This is an optimization exercise on Yosys and OpenROAD, whose aim is small area, a short achievable clock period and few clock cycles, not a production implementation. In this exercise RTL edits were held to simulation tests only and were not proved equivalent to the original. Power figures rest on the tool's default switching activity, not on a simulated workload.

==> flow/design.v <==
package skst_pkg;
    localparam int KEY_W    = 31;
    localparam int STATUS_W = 4;
    localparam int ACTION_W = 2;
    typedef logic [KEY_W-1:0]    key_t;
    typedef logic [STATUS_W-1:0] status_t;
    typedef logic [ACTION_W-1:0] action_t;
    localparam action_t ACT_LOOKUP = 2'd0;
    localparam action_t ACT_INSERT = 2'd1;
    localparam action_t ACT_DELETE = 2'd2;
    localparam action_t ACT_DUMP   = 2'd3;
    localparam status_t ST_FOUND    = 4'd0;
    localparam status_t ST_NOTFOUND = 4'd1;
    localparam status_t ST_INSERTED = 4'd2;
    localparam status_t ST_PRESENT  = 4'd3;
    localparam status_t ST_REMOVED  = 4'd4;
    localparam status_t ST_ABSENT   = 4'd5;
    localparam status_t ST_FULL     = 4'd6;
    localparam status_t ST_LISTED   = 4'd7;
    localparam status_t ST_EMPTY    = 4'd8;
endpackage
module skst_ram #(
    parameter int WIDTH = 31,
    parameter int DEPTH = 64
) (
    input  logic                     clk,
    input  logic                     wr_en,
    input  logic [$clog2(DEPTH)-1:0] wr_addr,
    input  logic [WIDTH-1:0]         wr_data,
    input  logic                     rd_en,
    input  logic [$clog2(DEPTH)-1:0] rd_addr,
    output logic [WIDTH-1:0]         rd_data
);
    logic [WIDTH-1:0] mem [DEPTH];
    logic [WIDTH-1:0] rd_data_reg;
    always_ff @(posedge clk)
    begin
        if (wr_en)
        begin
            mem[wr_addr] <= wr_data;
        end
        if (rd_en)
        begin
            rd_data_reg <= mem[rd_addr];
        end
    end
    assign rd_data = rd_data_reg;
endmodule
module sorted_key_set_table #(
    parameter int TABLE_DEPTH = 64
) (
    input  logic    clk,
    input  logic    rst_n,
    input  logic    in_valid,
    output logic    in_ready,
    input  skst_pkg::action_t action,
    input  skst_pkg::key_t    key,
    output logic    out_valid,
    input  logic    out_ready,
    output skst_pkg::status_t status,
    output skst_pkg::key_t    key_out,
    output logic    last
);
    localparam int N     = TABLE_DEPTH;
    localparam int KW    = skst_pkg::KEY_W;
    localparam int CNT_W = $clog2(TABLE_DEPTH + 1);
    skst_pkg::key_t   kr [N];
    logic [N-1:0]     ke;
    logic [CNT_W-1:0] count_reg;
    logic              a1_valid;
    skst_pkg::action_t a1_action;
    skst_pkg::key_t    a1_key;
    logic              a2_valid;
    skst_pkg::action_t a2_action;
    skst_pkg::key_t    a2_key;
    logic [N-1:0]      a2_lt;     
    logic [N/8-1:0]    a2_eqg;    
    logic              a2_kill;   
    logic              a2_add;    
    logic              b_valid;
    skst_pkg::action_t b_action;
    logic [N-1:0]      b_t;       
    logic              b_found;
    logic              b_ins;     
    logic              b_del;     
    logic              b_rot;     
    logic [CNT_W-1:0]  dump_idx;  
    logic              dump_last; 
    logic              b_go;
    skst_pkg::key_t    bus;
    logic              h_valid;
    skst_pkg::status_t h_status;
    skst_pkg::key_t    h_key;
    logic              h_last;
    logic              s_valid;
    skst_pkg::status_t s_status;
    skst_pkg::key_t    s_key;
    logic              s_last;
    logic b_done, b_dump, empty;
    logic g_ins, g_del, g_rot;
    assign empty  = ke[0];
    assign b_dump = (b_action == skst_pkg::ACT_DUMP);
    assign b_done = b_go && (!b_dump || empty || dump_last);
    assign g_ins  = b_go && b_ins;
    assign g_del  = b_go && b_del;
    assign g_rot  = b_go && b_rot;
    logic [N-1:0] up_l, up_r, up_b;
    always_comb
    begin
        for (int i = 0; i < N; i++)
        begin
            logic t_below;
            t_below = (i == 0) ? 1'b1 : b_t[(i == 0) ? 0 : i-1];
            up_b[i] = (g_ins || g_rot) && t_below && !b_t[i];
            up_l[i] = (i != 0) && g_ins && !t_below;
            up_r[i] = (g_del && !b_t[i]) || (g_rot && b_t[i]);
        end
    end
    logic [N-1:0] ke_next;
    always_comb
    begin
        for (int i = 0; i < N; i++)
        begin
            logic lo_e, hi_e;
            lo_e = (i == 0) ? 1'b1 : ke[(i == 0) ? 0 : i-1];
            hi_e = (i == N-1) ? 1'b1 : ke[(i == N-1) ? N-1 : i+1];
            ke_next[i] = (up_l[i] && lo_e)
                      || (up_r[i] && hi_e)
                      || (!(up_l[i] || up_r[i] || up_b[i]) && ke[i]);
        end
    end
    always_ff @(posedge clk or negedge rst_n)
    begin
        if (!rst_n)
            ke <= '1;
        else
            ke <= ke_next;
    end
    skst_pkg::key_t kr_next [N];
    always_comb
    begin
        for (int i = 0; i < N; i++)
        begin
            skst_pkg::key_t lo, hi;
            lo = (i == 0) ? '0 : kr[(i == 0) ? 0 : i-1];
            hi = (i == N-1) ? kr[N-1] : kr[(i == N-1) ? N-1 : i+1];
            kr_next[i] = ({KW{up_l[i]}} & lo)
                       | ({KW{up_r[i]}} & hi)
                       | ({KW{up_b[i]}} & bus)
                       | ({KW{!(up_l[i] || up_r[i] || up_b[i])}} & kr[i]);
        end
    end
    always_ff @(posedge clk)
    begin
        for (int i = 0; i < N; i++)
            kr[i] <= kr_next[i];
    end
    function automatic logic [N-1:0] follow(input logic [N-1:0] v, input logic v_bus,
                                            input logic [N-1:0] ul, input logic [N-1:0] ur,
                                            input logic [N-1:0] ub);
        logic [N-1:0] r;
        for (int i = 0; i < N; i++)
        begin
            logic lo, hi;
            lo = (i == 0) ? 1'b0 : v[(i == 0) ? 0 : i-1];
            hi = (i == N-1) ? 1'b0 : v[(i == N-1) ? N-1 : i+1];
            r[i] = (ul[i] && lo) || (ur[i] && hi) || (ub[i] && v_bus)
                || (!(ul[i] || ur[i] || ub[i]) && v[i]);
        end
        follow = r;
    endfunction
    logic [N-1:0] c_lt, c_eq;
    logic [N/8-1:0] c_eqg;
    always_comb
    begin
        for (int i = 0; i < N; i++)
        begin
            c_lt[i] = !ke[i] && (kr[i] < a1_key);
            c_eq[i] = !ke[i] && (kr[i] == a1_key);
        end
        for (int j = 0; j < N/8; j++)
            c_eqg[j] = |c_eq[8*j +: 8];
    end
    logic a1_bus_lt, a1_bus_eq;
    assign a1_bus_lt = (bus < a1_key);
    assign a1_bus_eq = (bus == a1_key);
    logic a2_bus_lt, a2_bus_eq;
    assign a2_bus_lt = (bus < a2_key);
    assign a2_bus_eq = (bus == a2_key);
    logic [N-1:0] f_lt;
    assign f_lt = follow(a2_lt, a2_bus_lt, up_l, up_r, up_b);
    logic         n_found, n_full, n_empty;
    logic [N-1:0] n_t;
    assign n_found = ((((|a2_eqg) && !a2_kill) || a2_add) && !(g_del && a2_bus_eq))
                   || (g_ins && a2_bus_eq);
    assign n_full  = !ke_next[N-1];
    assign n_empty = ke_next[0];
    always_comb
    begin
        if (a2_action == skst_pkg::ACT_DUMP)
            n_t = ~{1'b1, ke_next[N-1:1]};
        else
            n_t = f_lt;
    end
    logic a2_adv, a1_adv, accept;
    logic in_ready_reg;
    assign a2_adv   = a2_valid && (!b_valid || b_done);
    assign a1_adv   = a1_valid && (!a2_valid || a2_adv);
    assign in_ready = in_ready_reg;
    assign accept   = in_valid && in_ready_reg;
    logic [CNT_W-1:0] count_next, dump_idx_next;
    logic a1_valid_next, a2_valid_next, b_valid_next, s_valid_next;
    logic b_dump_next, dump_last_next;
    always_comb
    begin
        count_next = count_reg;
        if (g_ins)
            count_next = CNT_W'(count_reg + 1'b1);
        else if (g_del)
            count_next = CNT_W'(count_reg - 1'b1);
        dump_idx_next = dump_idx;
        if (b_done)
            dump_idx_next = '0;
        else if (g_rot)
            dump_idx_next = CNT_W'(dump_idx + 1'b1);
        dump_last_next = (CNT_W'(dump_idx_next + 1'b1) == count_next);
        a1_valid_next = accept || (a1_valid && !a1_adv);
        a2_valid_next = a1_adv || (a2_valid && !a2_adv);
        b_valid_next  = a2_adv || (b_valid && !b_done);
        b_dump_next   = a2_adv ? (a2_action == skst_pkg::ACT_DUMP) : b_dump;
    end
    always_ff @(posedge clk or negedge rst_n)
    begin
        if (!rst_n)
        begin
            a1_valid  <= 1'b0;
            a2_valid  <= 1'b0;
            b_valid   <= 1'b0;
            b_go      <= 1'b0;
            in_ready_reg <= 1'b1;
            count_reg <= '0;
            dump_idx  <= '0;
            dump_last <= 1'b0;
        end
        else
        begin
            a1_valid  <= a1_valid_next;
            a2_valid  <= a2_valid_next;
            b_valid   <= b_valid_next;
            b_go      <= b_valid_next && !s_valid_next;
            in_ready_reg <= !a1_valid_next || !a2_valid_next || !b_valid_next
                         || (!s_valid_next && (!b_dump_next || ke_next[0] || dump_last_next));
            count_reg <= count_next;
            dump_idx  <= dump_idx_next;
            dump_last <= dump_last_next;
        end
    end
    always_ff @(posedge clk)
    begin
        if (accept)
        begin
            a1_action <= action;
            a1_key    <= key;
        end
        if (a1_adv)
        begin
            a2_action <= a1_action;
            a2_key    <= a1_key;
            a2_lt     <= follow(c_lt, a1_bus_lt, up_l, up_r, up_b);
            a2_eqg    <= c_eqg;
            a2_kill   <= g_del && a1_bus_eq;
            a2_add    <= g_ins && a1_bus_eq;
        end
        else
        begin
            a2_lt     <= f_lt;
            a2_kill   <= (a2_kill || (g_del && a2_bus_eq)) && !(g_ins && a2_bus_eq);
            a2_add    <= (a2_add || (g_ins && a2_bus_eq)) && !(g_del && a2_bus_eq);
        end
        if (b_dump_next)
            bus <= kr_next[0];
        else if (a2_adv)
            bus <= a2_key;
        if (a2_adv)
        begin
            b_action <= a2_action;
            b_t      <= n_t;
            b_found  <= n_found;
            b_ins    <= (a2_action == skst_pkg::ACT_INSERT) && !n_found && !n_full;
            b_del    <= (a2_action == skst_pkg::ACT_DELETE) && n_found;
            b_rot    <= (a2_action == skst_pkg::ACT_DUMP) && !n_empty;
        end
    end
    skst_pkg::status_t w_status;
    skst_pkg::key_t    w_key;
    logic              w_last;
    always_comb
    begin
        w_key  = bus;
        w_last = 1'b1;
        case (b_action)
            skst_pkg::ACT_LOOKUP: w_status = b_found ? skst_pkg::ST_FOUND : skst_pkg::ST_NOTFOUND;
            skst_pkg::ACT_INSERT: w_status = b_found ? skst_pkg::ST_PRESENT :
                                             b_ins   ? skst_pkg::ST_INSERTED : skst_pkg::ST_FULL;
            skst_pkg::ACT_DELETE: w_status = b_found ? skst_pkg::ST_REMOVED : skst_pkg::ST_ABSENT;
            default:
            begin
                w_status = empty ? skst_pkg::ST_EMPTY : skst_pkg::ST_LISTED;
                w_key    = empty ? '0 : bus;
                w_last   = empty || dump_last;
            end
        endcase
    end
    logic pop, h_load;
    assign pop    = h_valid && out_ready;
    assign h_load = (!h_valid || pop) && (s_valid || b_go);
    assign s_valid_next = (b_go && h_valid && !pop) || (s_valid && !h_load);
    always_ff @(posedge clk or negedge rst_n)
    begin
        if (!rst_n)
        begin
            h_valid <= 1'b0;
            s_valid <= 1'b0;
        end
        else
        begin
            if (h_load)
                h_valid <= 1'b1;
            else if (pop)
                h_valid <= 1'b0;
            s_valid <= s_valid_next;
        end
    end
    always_ff @(posedge clk)
    begin
        if (h_load)
        begin
            h_status <= s_valid ? s_status : w_status;
            h_key    <= s_valid ? s_key    : w_key;
            h_last   <= s_valid ? s_last   : w_last;
        end
        if (b_go && h_valid && !pop)
        begin
            s_status <= w_status;
            s_key    <= w_key;
            s_last   <= w_last;
        end
    end
    assign out_valid = h_valid;
    assign status    = h_status;
    assign key_out   = h_key;
    assign last      = h_last;
endmodule
==> flow/run.sh <==
#!/bin/bash
# synth_recipe.tcl (not shown) runs the flow's synth.tcl, then flattens the netlist and writes it again
# the make line also repeats each setting of config.mk as NAME=value (left out here)
make -C /OpenROAD-flow-scripts/flow DESIGN_CONFIG=/design/flow/config.mk WORK_HOME=/design/flow/orfs CLKGATE_MAP_FILE= SYNTH_SCRIPT=/design/flow/synth_recipe.tcl finish
==> flow/config.mk <==
export PLATFORM = sky130hd
export DESIGN_NAME = sorted_key_set_table
export DESIGN_NICKNAME = sorted_key_set_table
export VERILOG_FILES = /design/flow/design.v
export SDC_FILE = /design/flow/constraint.sdc
export NUM_CORES = 4
export LEC_CHECK = 0
export ABC_CLOCK_PERIOD_IN_PS = 3500
export CAP_MARGIN = 20
export CORE_MARGIN = 2
export CORE_UTILIZATION = 35
export CTS_CLUSTER_DIAMETER = 80
export CTS_CLUSTER_SIZE = 24
export PLACE_DENSITY = 0.5
export SETUP_SLACK_MARGIN = 4.5
export SLEW_MARGIN = 20
==> flow/constraint.sdc <==
create_clock -name core_clock -period 8.0 [get_ports {clk}]
set_input_delay 1.6000 -clock core_clock [delete_from_list [all_inputs] [get_ports {clk}]]
set_output_delay 1.6000 -clock core_clock [all_outputs]
set_load 0.01 [all_outputs]
==> notes.md, run 1 <==
status=finished clean; # Max-Cap Violations=0; grt total ovfl=0; Die H=roughly 640 µm; Worst-Skew Late Latency=approximately 0.96 ns; CP Capture Type=flip-flop; CP max stage cell=a2111o_1; CTS H-Tree Depth=4; number of global-route vias before repair=128000; max reg flops=1984; Worst setup SP type=flip-flop; first-pass GRT wire length=926000 µm; Power Dens Cells=515 nW/µm²; Std-Cell Rows=234; synthesized cell area=143000 µm²; Worst Path Required=8.88 ns; Initial Util=35.1%; CP peak stage delay=around 0.53 ns; crit-path cells=clkinvlp_4 -> buf_6 -> ha_1 -> a21oi_1 -> o21ai_1 -> o311ai_2 -> nand4b_1 -> a2111o_1 -> or4_1 -> a32oi_1; peak supply drop=~0.35 mV; area grow syn2layout=11.0%; nets@finish=17800; Fill cells=just over 40000; pin count of the biggest net entering global routing=75; RSZ-0062 raised after global routing=yes; CTS clk-pin slew, worst paths=approximately 0.10 ns; initial antenna violation count=19; Setup Skew=0.0584 ns; WHS Endpoint=a2_action[1]$_DFFE_PN_; synth unique cells=95; routed len/inst=roughly 30 µm; via count=138000; critical hold path startpoint=a1_action[1]$_DFFE_PP_; die width=~640 µm; register area share after synthesis=35.6%; Most used DFF post-synth=dfxtp_1; router iterations before antenna repair=15; Slew Viols, Final=0; synth warn=3; Hold Fails Final Rpt=0; reg-to-reg endpoint=a2_lt[51]$_DFF_P_; # IOs=75; total CTS buffers=164; FF+latch count, synth=2383; Detail Placement HPWL=~450000 µm; GPL Wtd Cong=0.903; Syn Area/Cell=8.87 µm²; Iter 0 DRT Violations=24900; Vias/cell=6.46; CTS Buffer Depth=4; static leakage=between 70 and 80 nW; # DRC=0; Worst Path Arrival=4.43 ns; hold_buf cts=0; dominant cells by area after synthesis=dfxtp_1, ha_1, a222oi_1; Async S/R FF share, synth=3.61%; Placeable Area=406000 µm²; global-route usage over all layers=29.3%; Largest Register=kr; Power, Total=81.5 mW; fin crit share=44.4%; actual slew at the worst max-slew pin=1.24 ns; endpoints failing setup=0; Worst Path Class, Setup=flip-flop to flip-flop; Yosys top cell by area=dfxtp_1; Worst R2R Setup Slack=4.45 ns; share of the synthesized area in the top cell type=28.8%; Reg-to-Reg Start=a1_key[12]$_DFFE_PP_; final WL=637000 µm; Port-buffer cells=74; fin crit period=3.55 ns; CTS tree=done; worst hold path class=flip-flop to flip-flop; Root Buffer=clkbuf_16; Max-slew headroom=around 17%; CTS Sinks=2383; Syn Nets=18200; R2R cell count=10; Die ar.=412000 µm²; worst hold stages=0; number of nets with antenna violations after routing=0; post-synthesis cell count=16100; share of post-route cells with drive strength above 1=8.26%; Max Freq=roughly 0.28 GHz; count leader, synth=nand2_1; number of synthesized flops with an enable pin=247; CP max FO=17; aggregate negative setup slack=0 ns; most frequent cells after synthesis=nand2_1, a222oi_1, dfxtp_1, ha_1, clkbuf_1
## cell usage in the layout (no fill, tap or decap), types with 61 or more instances in the layout
| cell | count |
|---|---|
| nand3_1 | 146 |
| o21ai_0 | 314 |
| ha_1 | 2047 |
| a31oi_1 | 94 |
| inv_1 | 322 |
| o21ai_2 | 64 |
| a22oi_1 | 98 |
| nor3_1 | 72 |
| a222oi_1 | 2082 |
| a21oi_1 | 698 |
| buf_4 | 419 |
| nor3b_4 | 61 |
| nand4_1 | 370 |
| dfstp_2 | 65 |
| clkbuf_16 | 176 |
| a21o_1 | 302 |
| edfxtp_1 | 247 |
| dfxtp_1 | 2050 |
| nor2_2 | 66 |
| a211oi_1 | 120 |
| nor2_1 | 334 |
| nor2b_1 | 122 |
| nand2_1 | 4386 |
## timing repair
| action | CTS | global route |
|---|---|---|
| gates resized for setup | 182 | 103 |
| setup endpoints to repair | 905 | 112 |
| setup buffers | 57 | 28 |
| pin swaps | 15 | 17 |
| gates cloned | 4 | 4 |
## how the worst max path moves through the flow
stage | end | from | depth (start not counted)
after floorplan | a2_lt[37]$_DFF_P_ | a1_key[24]$_DFFE_PP_ | 10
after global placement | b_t[63]$_SDFFCE_PP0P_ | bus[3]$_DFFE_PP_ | 11
after detailed placement | a2_lt[24]$_DFF_P_ | a1_key[20]$_DFFE_PP_ | 9
after CTS | a2_lt[17]$_DFF_P_ | b_del$_DFFE_PP_ | 10
after global routing | a2_lt[17]$_DFF_P_ | b_go$_DFF_PN0_ | 11
final | a2_lt[51]$_DFF_P_ | a1_key[12]$_DFFE_PP_ | 10
## report_power, final
group | internal (mW) | switching [mW]
registers | 18.4 | 8.28
logic | 15.8 | 29.1
clock network | 4.56 | 5.35
total | 38.8 | 42.7
## critical path, delay by kind of cell, from the launching register on
family / cells / cell delay (ns)
compound gates: 5 / 1.38
simple gates: 2 / 0.74
buf+inv: 2 / 0.57
flops: 1 / 0.42
fa+ha+maj: 1 / 0.35
## kinds of logic after synthesis
| logic type | share of synthesized area, % |
|---|---|
| AOI/OAI and AO/OA | 24.2 |
| xor gates and xnor gates | 0.114 |
| adders and majority gates | 18.0 |
| buffers and inverters | 3.84 |
| DFF | 35.6 |
| muxes | 0.311 |
| and+or+nand+nor | 18.0 |
## area by class of cell
type / instances / area, µm² / area share, %
Antenna cell: 6 / 15.0 / 0.00949
Clock buffer: 188 / 4420 / 2.80
Clock inverter: 110 / 1310 / 0.826
Inverter: 354 / 1470 / 0.927
Multi-Input combinational cell: 12300 / 88100 / 55.7
Sequential cell: 2383 / 50700 / 32.0
Tap cell: 5428 / 6790 / 4.29
Timing Repair Buffer: 592 / 5420 / 3.42
Timing Repair inverter: 1 / 7.51 / 0.00474
## stage by stage
step	utilization [%]	cell area, µm²	instances	setup WS [ns]	hold WS (ns)
4_1_cts	38.8	158000	21300	4.43	0.442
3_5_place_dp	37.1	151000	20900	3.49	0.413
3_3_place_gp	37.1	150000	20900	3.26	0.423
5_1_grt	39.0	158000	21300	4.44	0.452
2_1_floorplan	-	143000	16100	4.44	0.400
6_report	39.0	158000	21300	4.45	0.434
## routing by layer
metal	wire [µm]	vias up	GRT usage, %	part of all wire [%]
met1	266000	67200	39.8	42
met5	0	-	0	0
li1	-	62300	-	-
met2	285000	7118	46.8	45
met4	30000	0	12.4	4.7
met3	55200	1141	3.65	8.7
Testbench counts, summed over its fixed seeds: cycles 8,784.
==> run 2, diff against run 1 <==
--- a/flow/design.v
+++ b/flow/design.v
@@ -87,6 +87,7 @@
     logic [CNT_W-1:0]  dump_idx;  
     logic              dump_last; 
     logic              b_go;
+    logic              b_fin;
     skst_pkg::key_t    bus;
     logic              h_valid;
     skst_pkg::status_t h_status;
@@ -100,7 +101,7 @@
     logic g_ins, g_del, g_rot;
     assign empty  = ke[0];
     assign b_dump = (b_action == skst_pkg::ACT_DUMP);
-    assign b_done = b_go && (!b_dump || empty || dump_last);
+    assign b_done = b_go && b_fin;
     assign g_ins  = b_go && b_ins;
     assign g_del  = b_go && b_del;
     assign g_rot  = b_go && b_rot;
@@ -237,6 +238,7 @@
             a2_valid  <= 1'b0;
             b_valid   <= 1'b0;
             b_go      <= 1'b0;
+            b_fin     <= 1'b1;
             in_ready_reg <= 1'b1;
             count_reg <= '0;
             dump_idx  <= '0;
@@ -248,6 +250,7 @@
             a2_valid  <= a2_valid_next;
             b_valid   <= b_valid_next;
             b_go      <= b_valid_next && !s_valid_next;
+            b_fin     <= !b_dump_next || ke_next[0] || dump_last_next;
             in_ready_reg <= !a1_valid_next || !a2_valid_next || !b_valid_next
                          || (!s_valid_next && (!b_dump_next || ke_next[0] || dump_last_next));
             count_reg <= count_next;
==> flow/flow/run.sh (new file) <==
#!/bin/bash
# The standard layout (the standard.sh: standard synthesis, ORFS floorplan to
# finish), with one change: the buffers placed on the input and output ports are
# sky130_fd_sc_hd__buf_4 instead of the cell buffer_ports picks by default.
# Runs in the standard flow's work folder; the full make/ORFS output goes to standard.log there.
set -euo pipefail
export BUFFER_PORTS_ARGS="-buffer_cell sky130_fd_sc_hd__buf_4"
bash standard.sh > standard.log 2>&1
==> flow/standard.sh (new file) <==
#!/bin/bash
# synth_recipe.tcl (not shown) runs the flow's synth.tcl, then flattens the netlist and writes it again
# the make line also repeats each setting of config.mk as NAME=value (left out here)
make -C /OpenROAD-flow-scripts/flow DESIGN_CONFIG=/design/flow/config.mk WORK_HOME=/design/flow/orfs CLKGATE_MAP_FILE= SYNTH_SCRIPT=/design/flow/synth_recipe.tcl "${@:-finish}"
--- a/flow/config.mk
+++ b/flow/config.mk
@@ -5,12 +5,12 @@
 export SDC_FILE = /design/flow/constraint.sdc
 export NUM_CORES = 4
 export LEC_CHECK = 0
-export ABC_CLOCK_PERIOD_IN_PS = 3500
+export ABC_CLOCK_PERIOD_IN_PS = 3300
 export CAP_MARGIN = 20
 export CORE_MARGIN = 2
 export CORE_UTILIZATION = 35
 export CTS_CLUSTER_DIAMETER = 80
 export CTS_CLUSTER_SIZE = 24
 export PLACE_DENSITY = 0.5
-export SETUP_SLACK_MARGIN = 4.5
+export SETUP_SLACK_MARGIN = 4.7
 export SLEW_MARGIN = 20
removed: flow/run.sh
==> run 2 against run 1 <==
Against the previous run:
- die area shrank 0.28%
- critical endpoint is now a2_eqg[7]$_DFFE_PP_
- total power grew 2.8%
- worst setup slack gained 0.13 ns
- via count grew 3.8%
- largest cell class unchanged
- clock-buffer cell count grew 2
- synthesized cell count grew 0.15%
- clock power is essentially flat
- wire length grew 13%
- sequential power grew 4%
- still clean on timing, DRC and antenna
==> notes.md, run 2 <==
actual slew at the worst max-slew pin=1.21 ns (-0.0271 ns); area grow syn2layout=13.5%; global-route usage over all layers=32.6% (+3.3 points); dominant cells by area after synthesis=dfxtp_1, ha_1, a222oi_1; WHS Endpoint=a2_action[1]$_DFFE_PP_; CTS Sinks=2384 (+0.042%); total CTS buffers=164 (unchanged); CTS clk-pin slew, worst paths=0.09 ns (about the same); Slew Viols, Final=0 (unchanged); final WL=718000 µm (+13%); Syn Nets=18200 (+0.13%); Vias/cell=6.65 (+2.9%); fin crit period=3.42 ns (-0.135 ns); # IOs=75 (unchanged); worst hold path class=flip-flop to flip-flop; share of post-route cells with drive strength above 1=9.93% (+1.7 points); router iterations before antenna repair=14 (-1); register area=50700 µm² (about the same); Root Buffer=clkbuf_16; most frequent cells after synthesis=nand2_1, a222oi_1, dfxtp_1, ha_1, clkbuf_1; Iter 0 DRT Violations=28400 (+14%); most common cell after layout, fill and taps aside=nand2_1; Fin Hold WS=0.425 ns (-0.00864 ns); count leader, synth=nand2_1; reg-to-reg endpoint=a2_eqg[7]$_DFFE_PP_; Multi-input gate area=88800 µm² (+0.71%); Most used DFF post-synth=dfxtp_1; CTS Buffer Depth=4 (unchanged); synth warn=3 (unchanged); number of global-route vias before repair=130000 (+1.5%); nets@finish=18000 (+0.78%); commonest non-fill, non-tap cells in the layout=nand2_1, a222oi_1, dfxtp_1; Detail Placement HPWL=464000 µm (+4.0%); Placeable Area=405000 µm² (-0.14%); Fill cells=40400 (-0.99%); Setup Skew=0.0606 ns (+0.00219 ns); Hold Fails Final Rpt=0 (unchanged); Power Dens Cells=519 nW/µm² (+0.85%); CP Capture Type=flip-flop; share of the synthesized area in the top cell type=28.9% (+0.081 points); Largest Register=kr; Worst setup SP type=flip-flop; FF+latch count, synth=2384 (+0.042%); critical hold path startpoint=a1_action[1]$_DFFE_PP_; status=finished clean; endpoints failing setup=0 (unchanged); pin count of the biggest net entering global routing=67 (-11%); Std-Cell Rows=234 (unchanged); RSZ-0062 raised after global routing=yes; hold_buf cts=0 (unchanged); fin crit share=42.7% (-1.7 points); # DRC=0 (unchanged); Port-buffer cells=74 (unchanged); Die ar.=411000 µm² (-0.28%); Yosys top cell by area=dfxtp_1; synthesized cell area=142000 µm² (-0.28%); Worst Path Required=8.83 ns (-0.05 ns); first-pass GRT wire length=991000 µm (+7.1%); register area share after synthesis=35.7% (+0.12 points); Worst-Skew Late Latency=0.97 ns (about the same); GPL Wtd Cong=0.923 (+2.2%); Worst Path Class, Setup=flip-flop to flip-flop; R2R cell count=8 (-2); CTS tree=done; Finished Core Util=39.8% (+0.82 points); Reg-to-Reg Start=a1_key[27]$_DFFE_PP_; Async S/R FF share, synth=3.65% (+0.040 points); peak supply drop=0.393 mV (+13%); CP max FO=44 (+27); die width=641 µm (-0.14%); max reg flops=1984 (unchanged); initial antenna violation count=38 (+19); synth unique cells=84 (-12%); design area=161000 µm² (+1.9%); Worst R2R Setup Slack=4.58 ns (+0.13 ns); post-synthesis cell count=16100 (+0.15%); routed len/inst=33.4 µm (+12%); Worst Path Arrival=4.25 ns (-0.18 ns); number of nets with antenna violations after routing=0 (unchanged); aggregate negative setup slack=0 ns (unchanged); # Max-Cap Violations=0 (unchanged); Max Freq=0.293 GHz (+3.9%); CTS H-Tree Depth=4 (unchanged); number of synthesized flops with an enable pin=247 (unchanged); worst hold stages=0 (unchanged); placed cell areas=150000 µm² (about the same); Die H=641 µm (-0.14%); Max-slew headroom=19.1% (+2.0 points); static leakage=72.9 nW (+1.8%); grt total ovfl=0 (unchanged); via count=143000 (+3.8%); Syn Area/Cell=8.83 µm² (-0.43%); Initial Util=35.1% (-0.048 points)
run 2: layout make-up:
type | count | area share, %
sequential | 2384 | 31.4
antenna | 50 | 0.0775
timing repair buffer | 717 | 4.77
tap | 5428 | 4.21
clock inverter | 113 | 0.903
multi-input combinational | 12300 | 55.0
clock buffer | 190 | 2.75
inverter | 332 | 0.846
run 2: worst max path at each step:
stage	from	endpoint	slack, ns	cells past startpoint
after floorplan	a1_key[21]$_DFFE_PP_	a2_lt[22]$_DFF_P_	4.54	10
after global placement	a1_key[14]$_DFFE_PP_	a2_lt[26]$_DFF_P_	3.37	12
after detailed placement	a1_key[14]$_DFFE_PP_	a2_lt[26]$_DFF_P_	3.24	12
after CTS	a1_key[12]$_DFFE_PP_	a2_lt[26]$_DFF_P_	4.57	12
after global routing	a1_key[4]$_DFFE_PP_	a2_lt[27]$_DFF_P_	4.58	14
final	a1_key[27]$_DFFE_PP_	a2_eqg[7]$_DFFE_PP_	4.58	8
run 2: worst max-delay path, stage by stage (launching register included):
cell and delay [ns]:
edfxtp_1 0.41, clkinvlp_4 0.18, buf_12 0.23, ha_1 0.46, nand4_1 0.10, nor3_1 0.57
nand2_1 0.18, o41ai_1 0.66, or4_1 0.26
run 2: logic make-up after synthesis:
kind of cell / count (synthesis) / synth area share [%]
AO/OA/AOI/OAI: 4201 / 23.9
XOR/XNOR: 16 / 0.118
flip-flops: 2384 / 35.7
buffers and inverters: 1411 / 3.75
AND/OR/NAND/NOR: 5996 / 18.2
adder cells (fa/ha/maj): 2050 / 18.0
multiplexers: 37 / 0.290
run 2: layer usage:
metal  part of all wire, %  vias up  GRT usage (%)  wire (µm)
li1                      -    62800              -          -
met1                    39    69500           42.9     283000
met2                    43     8905           50.3     308000
met3                    11     1824           5.67      77100
met4                   6.9       18           18.3      49700
met5                 0.018        -              0        128
run 2: stage by stage:
step                total power [mW]  worst slack (ns)  std cells
finish                          83.8              4.58      21500
global route                    88.3              4.58      21500
CTS                             80.9              4.57      21400
detailed placement              69.5              3.24      20900
global placement                69.0              3.37      20900
floorplan                       51.3              4.54      16100
run 2: report_power, final:
group	internal, mW	switching [mW]
clock network	4.53	5.51
registers	18.4	9.31
logic	16.0	30.1
total	38.9	44.9
run 2: repair_timing:
item	4_1_cts	5_1_grt
setup buffers	117	61
pin swaps	25	45
endpoints found under the setup margin	1386	171
cloned	24	17
resized for setup	258	234
Testbench counts of run 2, summed over its fixed seeds: cycles 8,784.
==> run 3, diff against run 2 <==
--- a/flow/design.v
+++ b/flow/design.v
@@ -65,8 +65,8 @@
     localparam int KW    = skst_pkg::KEY_W;
     localparam int CNT_W = $clog2(TABLE_DEPTH + 1);
     skst_pkg::key_t   kr [N];
-    logic [N-1:0]     ke;
     logic [CNT_W-1:0] count_reg;
+    logic [CNT_W-1:0] count_next;
     logic              a1_valid;
     skst_pkg::action_t a1_action;
     skst_pkg::key_t    a1_key;
@@ -117,26 +117,15 @@
             up_r[i] = (g_del && !b_t[i]) || (g_rot && b_t[i]);
         end
     end
-    logic [N-1:0] ke_next;
+    logic [N-1:0] ke, ke_next;
     always_comb
     begin
         for (int i = 0; i < N; i++)
         begin
-            logic lo_e, hi_e;
-            lo_e = (i == 0) ? 1'b1 : ke[(i == 0) ? 0 : i-1];
-            hi_e = (i == N-1) ? 1'b1 : ke[(i == N-1) ? N-1 : i+1];
-            ke_next[i] = (up_l[i] && lo_e)
-                      || (up_r[i] && hi_e)
-                      || (!(up_l[i] || up_r[i] || up_b[i]) && ke[i]);
+            ke[i]      = !(CNT_W'(i) < count_reg);
+            ke_next[i] = !(CNT_W'(i) < count_next);
         end
     end
-    always_ff @(posedge clk or negedge rst_n)
-    begin
-        if (!rst_n)
-            ke <= '1;
-        else
-            ke <= ke_next;
-    end
     skst_pkg::key_t kr_next [N];
     always_comb
     begin
@@ -209,7 +198,7 @@
     assign a1_adv   = a1_valid && (!a2_valid || a2_adv);
     assign in_ready = in_ready_reg;
     assign accept   = in_valid && in_ready_reg;
-    logic [CNT_W-1:0] count_next, dump_idx_next;
+    logic [CNT_W-1:0] dump_idx_next;
     logic a1_valid_next, a2_valid_next, b_valid_next, s_valid_next;
     logic b_dump_next, dump_last_next;
     always_comb
==> run 3 against run 2 <==
Against the previous run:
- final cell count decreased by 0.90%
- synthesized cell count about the same
- combinational power increased by 2%
- still clean
- largest cell class unchanged
- highest routed layer unchanged
- synthesized area decreased by 0.84%
- critical endpoint is now in_ready
==> notes.md, run 3 <==
CP peak stage delay=0.77 ns (+0.11 ns); global-route usage over all layers=29.3% (-3.3 points); top flop regs=kr (1984), a2_lt (64), b_t (64); Max-slew headroom=21.2% (+2.1 points); count leader, synth=nand2_1; fin crit share=42.8% (+0.065 points); hold_buf cts=0 (unchanged); post-synthesis cell count=16100 (+0.012%); placed cell count=20800 (-0.56%); Syn Nets=18200 (+0.016%); Yosys top cell by area=dfxtp_1; register area=49100 µm² (-3.3%); share of post-route cells with drive strength above 1=10.1% (+0.15 points); register area share after synthesis=34.8% (-0.89 points); final WL=628000 µm (-13%); Most used DFF post-synth=dfxtp_1; total CTS buffers=165 (+0.61%); Iter 0 DRT Violations=22600 (-21%); fin crit period=3.42 ns (+0.00523 ns); synth unique cells=106 (+26%); Fill cells=40100 (-0.83%); Die ar.=408000 µm² (-0.83%); CP Capture Type=primary output; Fin Hold WS=0.427 ns (+0.00225 ns); Die H=639 µm (-0.42%); area grow syn2layout=12.9%; CP max FO=2 (-95%); most frequent cells after synthesis=nand2_1, ha_1, dfxtp_1; via count=137000 (-3.9%); Worst-Skew Late Latency=0.94 ns (-0.03 ns); worst hold path class=flip-flop to flip-flop; Vias/cell=6.44 (-3.1%); FF+latch count, synth=2320 (-2.7%); actual slew at the worst max-slew pin=1.17 ns (-0.0437 ns); RSZ-0062 raised after global routing=yes; GPL Wtd Cong=0.912 (-1.3%); number of nets with antenna violations after routing=0 (unchanged); Detail Placement HPWL=446000 µm (-3.9%); pin count of the biggest net entering global routing=75 (+12%); number of synthesized flops with an enable pin=247 (unchanged); CTS tree=done; status=finished clean; CTS Buffer Depth=4 (unchanged); fin cells=21300 (-0.90%); synthesized cell area=141000 µm² (-0.84%); routed len/inst=29.5 µm (-12%); router iterations before antenna repair=15 (+1); first-pass GRT wire length=912000 µm (-7.9%); Worst Path Buf+Inv=1 (-1); CTS Sinks=2320 (-2.7%); Port-buffer cells=74 (unchanged); nets@finish=18000 (-0.083%); Slew Viols, Final=0 (unchanged); Multi-input gate area=89500 µm² (+0.83%); static leakage=71.6 nW (-1.9%); Std-Cell Rows=233 (-0.43%); die width=639 µm (-0.42%); Initial Util=35.1% (about the same); CTS H-Tree Depth=4 (unchanged); Worst Path Required=6.40 ns (-2.43 ns); Async S/R FF share, synth=0.991% (-2.7 points); Largest Register=kr; Root Buffer=clkbuf_16; initial antenna violation count=23 (-39%); Placeable Area=402000 µm² (-0.86%); Worst Path Class, Setup=flip-flop to primary output; crit-path cells=buf_6; number of global-route vias before repair=127000 (-2.3%); most common cell after layout, fill and taps aside=nand2_1; synth warn=3 (unchanged); grt total ovfl=0 (unchanged); Syn Area/Cell=8.76 µm² (-0.85%); Setup Skew=0.0750 ns (+0.0145 ns); # DRC=0 (unchanged); Worst setup SP type=flip-flop; peak supply drop=0.369 mV (-6.2%); dominant cells by area after synthesis=dfxtp_1, ha_1, a222oi_1; max reg flops=1984 (unchanged); endpoints failing setup=0 (unchanged); CTS clk-pin slew, worst paths=0.10 ns (about the same); # IOs=75 (unchanged); CP delay by family, top=flip-flops; # Max-Cap Violations=0 (unchanged); CP max stage cell=dfstp_4; Max Freq=0.292 GHz (-0.15%); Power Dens Cells=521 nW/µm² (+0.39%); commonest non-fill, non-tap cells in the layout=nand2_1, dfxtp_1, ha_1; share of the synthesized area in the top cell type=29.1% (+0.24 points); Worst Path Arrival=1.82 ns (-2.43 ns); Hold Fails Final Rpt=0 (unchanged); aggregate negative setup slack=0 ns (unchanged)
==> run 3: cell count changes in the layout (fill, tap and decap cells not counted), sizes merged, moves of 20 or more <==
cell    previous run  this run
nand3            144       223
and3              58        38
inv              354       327
a222oi          2089      2024
a21oi            749       775
dfstp             66         2
nand4b            56         4
nor2             393       422
diode             50        18
a21o             262       333
==> run 3: logic make-up after synthesis <==
kind of cell	Yosys count	share of synthesized area, %
AOI/OAI and AO/OA	4276	24.4
DFF	2320	34.8
xor gates and xnor gates	16	0.156
buffers and inverters	1398	3.81
muxes	40	0.327
adders and majority gates	2051	18.2
and+or+nand+nor	5996	18.3
==> run 3: worst paths after layout <==
| path | from | end | slack, ns | cells past startpoint |
|---|---|---|---|---|
| setup / recovery | in_ready_reg$_DFF_PN1_ | in_ready | 4.58 | 1 |
| hold / removal | a1_action[1]$_DFFE_PP_ | a2_action[1]$_DFFE_PP_ | 0.43 | 0 |
| setup reg to reg | count_reg[2]$_DFF_PN0_ | a2_lt[42]$_DFF_P_ | 4.66 | 8 |
| hold reg to reg | a1_action[1]$_DFFE_PP_ | a2_action[1]$_DFFE_PP_ | 0.43 | 0 |
| max in group asynchronous | rst_n | b_fin$_DFF_PN1_ | 7.07 | 1 |
| min in group asynchronous | rst_n | h_valid$_DFFE_PN0P_ | 0.60 | 1 |
==> run 3: repair_timing <==
| item | 4_1_cts | 5_1_grt |
|---|---|---|
| resized for setup | 319 | 215 |
| setup buffers | 119 | 41 |
| pin swaps | 30 | 43 |
| gates cloned | 11 | 8 |
| setup endpoints to repair | 1684 | 164 |
==> run 3: metrics by stage <==
stage	setup WS (ns)	util (%)	power [mW]	instance area, µm²
floorplan	4.68	-	52.4	141000
global placement	3.18	37.1	69.6	149000
detailed placement	3.21	37.1	70.1	149000
CTS	4.53	39.2	81.3	157000
global route	4.58	39.6	88.5	159000
finish	4.58	39.6	82.9	159000
==> run 3: cell type report <==
cell class              count  share of cell area, %
inverters                 305                  0.809
flip-flops and latches   2320                   30.8
clock buffers             185                   2.75
well taps                5287                   4.16
multi-input cells       12400                   56.3
repair buffers            706                   4.27
clock inverters           115                  0.876
diodes                     18                 0.0283
==> run 3: per-layer routing <==
metal / global-route usage, % / vias to the layer above / routed length [µm]
met3: 4.15 / 1179 / 51000
li1: - / 62600 / -
met5: 0 / - / 62
met2: 46.8 / 6351 / 281000
met1: 38.9 / 67300 / 263000
met4: 13.3 / 10 / 33300
==> run 3: power breakdown <==
| group | total [mW] | switching [mW] | internal (mW) | leakage, nW |
|---|---|---|---|---|
| Sequential | 26.3 | 8.20 | 18.1 | 19.8 |
| Clock | 9.76 | 5.32 | 4.44 | 2.79 |
| Combinational | 46.9 | 30.3 | 16.6 | 49.0 |
| Total | 82.9 | 43.8 | 39.1 | 71.6 |
Testbench counts of run 3, summed over its fixed seeds: cycles 8,784.
==> run 4, diff against run 3 <==
--- a/flow/config.mk
+++ b/flow/config.mk
@@ -8,9 +8,9 @@
 export ABC_CLOCK_PERIOD_IN_PS = 3300
 export CAP_MARGIN = 20
 export CORE_MARGIN = 2
-export CORE_UTILIZATION = 35
+export CORE_UTILIZATION = 45
 export CTS_CLUSTER_DIAMETER = 80
 export CTS_CLUSTER_SIZE = 24
-export PLACE_DENSITY = 0.5
+export PLACE_DENSITY = 0.55
 export SETUP_SLACK_MARGIN = 4.7
 export SLEW_MARGIN = 20
==> run 4 against run 3 <==
Against the previous run:
- total power is 0.19% lower
- cell area is 1.4% lower
- final cell count is 5.6% lower
- clock skew is 0.012 ns lower
- largest cell class unchanged
- maximum frequency is 0.33% higher
- sequential share of layout area is 0.43 points higher
- global-route usage is 7.9 points higher
- non-clock buffer count is 24 lower
- synthesized area stayed put
- critical path depth stayed put
==> notes.md, run 4 <==
Initial Util=45.2% (+10 points); crit-path cells=buf_6; Reg-to-Reg Start=a1_key[5]$_DFFE_PP_; CP max stage cell=edfxtp_1; Die H=564 µm (-12%); share of post-route cells with drive strength above 1=9.79% (-0.28 points); Worst Path Arrival=1.81 ns (about the same); GPL Wtd Cong=0.926 (+1.5%); grt total ovfl=0 (unchanged); via count=140000 (+2.0%); reg-to-reg endpoint=a2_lt[31]$_DFF_P_; worst hold stages=0 (unchanged); static leakage=71.2 nW (-0.47%); peak supply drop=0.369 mV (-0.15%); initial antenna violation count=10 (-57%); global-route usage over all layers=37.2% (+7.9 points); CTS Buffer Depth=4 (unchanged); synth unique cells=106 (unchanged); Fill cells=29400 (-27%); Setup Skew=0.0628 ns (-0.0122 ns); commonest non-fill, non-tap cells in the layout=nand2_1, dfxtp_1, ha_1; count leader, synth=nand2_1; Most used DFF post-synth=dfxtp_1; hold_buf cts=0 (unchanged); Syn Nets=18200 (unchanged); Worst setup SP type=flip-flop; Die ar.=318000 µm² (-22%); dominant cells by area after synthesis=dfxtp_1, ha_1, a222oi_1; area grow syn2layout=11.3%; fin crit share=42.7% (-0.14 points); Power Dens Cells=528 nW/µm² (+1.2%); die width=564 µm (-12%); share of the synthesized area in the top cell type=29.1% (unchanged); Port-buffer cells=74 (unchanged); Worst-Skew Late Latency=0.94 ns (about the same); first-pass GRT wire length=910000 µm (-0.22%); number of nets with antenna violations after routing=0 (unchanged); CP delay by family, top=flip-flops; routed len/inst=30.9 µm (+4.9%); router iterations before antenna repair=14 (-1); pin count of the biggest net entering global routing=73 (-2.7%); actual slew at the worst max-slew pin=1.17 ns (+0.000155 ns); number of global-route vias before repair=129000 (+1.6%); Hold Fails Final Rpt=0 (unchanged); Syn Area/Cell=8.76 µm² (unchanged); total CTS buffers=159 (-3.6%); CP peak stage delay=0.70 ns (-0.07 ns); Finished Core Util=50.3% (+11 points); synthesized cell area=141000 µm² (unchanged); Yosys top cell by area=dfxtp_1; Iter 0 DRT Violations=25400 (+13%); CP Capture Type=primary output; status=finished clean; CTS Sinks=2320 (unchanged); CTS H-Tree Depth=4 (unchanged); # Max-Cap Violations=0 (unchanged); Vias/cell=6.96 (+8.0%); Worst R2R Setup Slack=4.59 ns (-0.07 ns); most frequent cells after synthesis=nand2_1, ha_1, dfxtp_1; Max-slew headroom=21.7% (+0.45 points); # DRC=0 (unchanged); number of synthesized flops with an enable pin=247 (unchanged); Largest Register=kr; CP max FO=1 (-1); WHS Endpoint=a2_action[0]$_DFFE_PP_; FF+latch count, synth=2320 (unchanged); post-synthesis cell count=16100 (unchanged); Slew Viols, Final=0 (unchanged); Placeable Area=312000 µm² (-22%); Std-Cell Rows=205 (-12%); # IOs=75 (unchanged); R2R cell count=11 (+3); Detail Placement HPWL=442000 µm (-0.93%); Max Freq=0.293 GHz (+0.33%); aggregate negative setup slack=0 ns (unchanged); fin crit period=3.41 ns (-0.0114 ns); most common cell after layout, fill and taps aside=nand2_1; critical hold path startpoint=a1_action[0]$_DFFE_PP_; worst hold path class=flip-flop to flip-flop; top flop regs=kr (1984), a2_lt (64), b_t (64); Async S/R FF share, synth=0.991% (unchanged); Worst Path Class, Setup=flip-flop to primary output; Worst Path Buf+Inv=1 (unchanged); max reg flops=1984 (unchanged); Root Buffer=clkbuf_16; final WL=622000 µm (-0.99%); synth warn=3 (unchanged); nets@finish=17900 (-0.19%); CTS clk-pin slew, worst paths=0.09 ns (about the same); endpoints failing setup=0 (unchanged); RSZ-0062 raised after global routing=yes; Worst Path Required=6.40 ns (about the same); register area share after synthesis=34.8% (unchanged); CTS tree=done
[run 4: changes by cell type in the layout (fill, tap and decap cells not counted), moves of 6 or more]
| cell | before | now |
|---|---|---|
| diode_2 | 18 | 10 |
| buf_6 | 65 | 42 |
| ha_1 | 2027 | 2033 |
| a221oi_2 | 4 | 11 |
| clkinv_8 | 23 | 13 |
| ha_4 | 24 | 18 |
[run 4: cell type report]
cell class	instances	area [µm²]	area share, %
diodes	10	25.0	0.0160
clock buffers	184	4280	2.73
clock inverters	107	1300	0.827
inverters	305	1280	0.815
multi-input cells	12400	89400	57.0
flip-flops and latches	2320	49100	31.3
well taps	4140	5180	3.30
repair buffers	682	6370	4.06
repair inverters	1	7.51	0.00479
[run 4: routing by layer]
metal | up-vias | global-route usage, % | wire, µm
li1 | 62400 | - | -
met1 | 67900 | 50.7 | 255000
met2 | 8255 | 58.6 | 273000
met3 | 1503 | 5.45 | 60600
met4 | 6 | 15.7 | 32900
met5 | - | 0 | 46
[run 4: worst max path at each step]
stage,startpoint,end,cells past startpoint
after floorplan,a1_key[13]$_DFFE_PP_,a2_lt[8]$_DFF_P_,10
after global placement,count_reg[2]$_DFF_PN0_,b_t[10]$_DFFE_PP_,9
after detailed placement,count_reg[2]$_DFF_PN0_,b_t[10]$_DFFE_PP_,9
after CTS,h_key[28]$_DFFE_PP_,key_out[28],1
after global routing,h_key[26]$_DFFE_PP_,key_out[26],1
final,h_key[26]$_DFFE_PP_,key_out[26],1
[run 4: repair_timing]
action,in CTS,in global routing
gates cloned,3,7
buffers inserted,103,47
pin swaps,27,37
gates resized for setup,271,214
setup endpoints to repair,915,164
[run 4: power by group]
part	internal, mW	switching, mW	total [mW]
clock	4.40	5.17	9.57
combinational	16.4	30.4	46.8
sequential	18.1	8.34	26.4
total	38.9	43.9	82.8
[run 4: logic make-up after synthesis]
group	share of synthesized area, %
xor+xnor	0.156
compound gates	24.4
buf+inv	3.81
fa+ha+maj	18.2
mux	0.327
simple gates	18.3
flops	34.8
[run 4: metrics by stage]
stage	setup WS [ns]	instance area [µm²]	power (mW)	hold slack, ns	instances
global placement	3.24	147000	69.8	0.405	19700
floorplan	4.68	141000	52.4	0.400	16100
CTS	4.55	155000	80.7	0.434	20100
finish	4.59	157000	82.8	0.431	20100
detailed placement	3.19	148000	70.3	0.412	19700
global route	4.61	157000	87.9	0.439	20100

==> what the ideal ports hide <==
The results above use ideal ports. As a check the final layouts listed here were re-extracted and re-timed, cells and wires unchanged. Step 1 assumes that a clkbuf_16 drives the clock port and a buf_2 every other input. Step 2, shift: input delay + t, output delay - t, t = (earliest + latest rising clock arrival at the registers) / 2. This alone moves slack from input paths to output paths. Slacks: no drivers / after step 1 / after step 2; pairs: no drivers / after step 1.
| run | t, ns | slack for setup (ns) | worst setup path at the end | worst data-port slew with drivers (ns) |
|---|---|---|---|---|
| run 1 | 1.039 | 4.447 / 4.430 / 4.125 | input to register | 0.11 |
| run 2 | 1.067 | 4.582 / 4.582 / 4.582 | register to register | 0.20 |
| run 3 | 1.018 | 4.577 / 4.465 / 4.589 | input to register | 0.27 |
| run 4 | 1.020 | 4.588 / 4.478 / 4.590 | register to register | 0.21 |
After both steps every run listed still meets setup and hold. For run 1, which loses most, drivers alone change the setup slack by -0.017 ns; drivers and shift together by -0.322 ns.
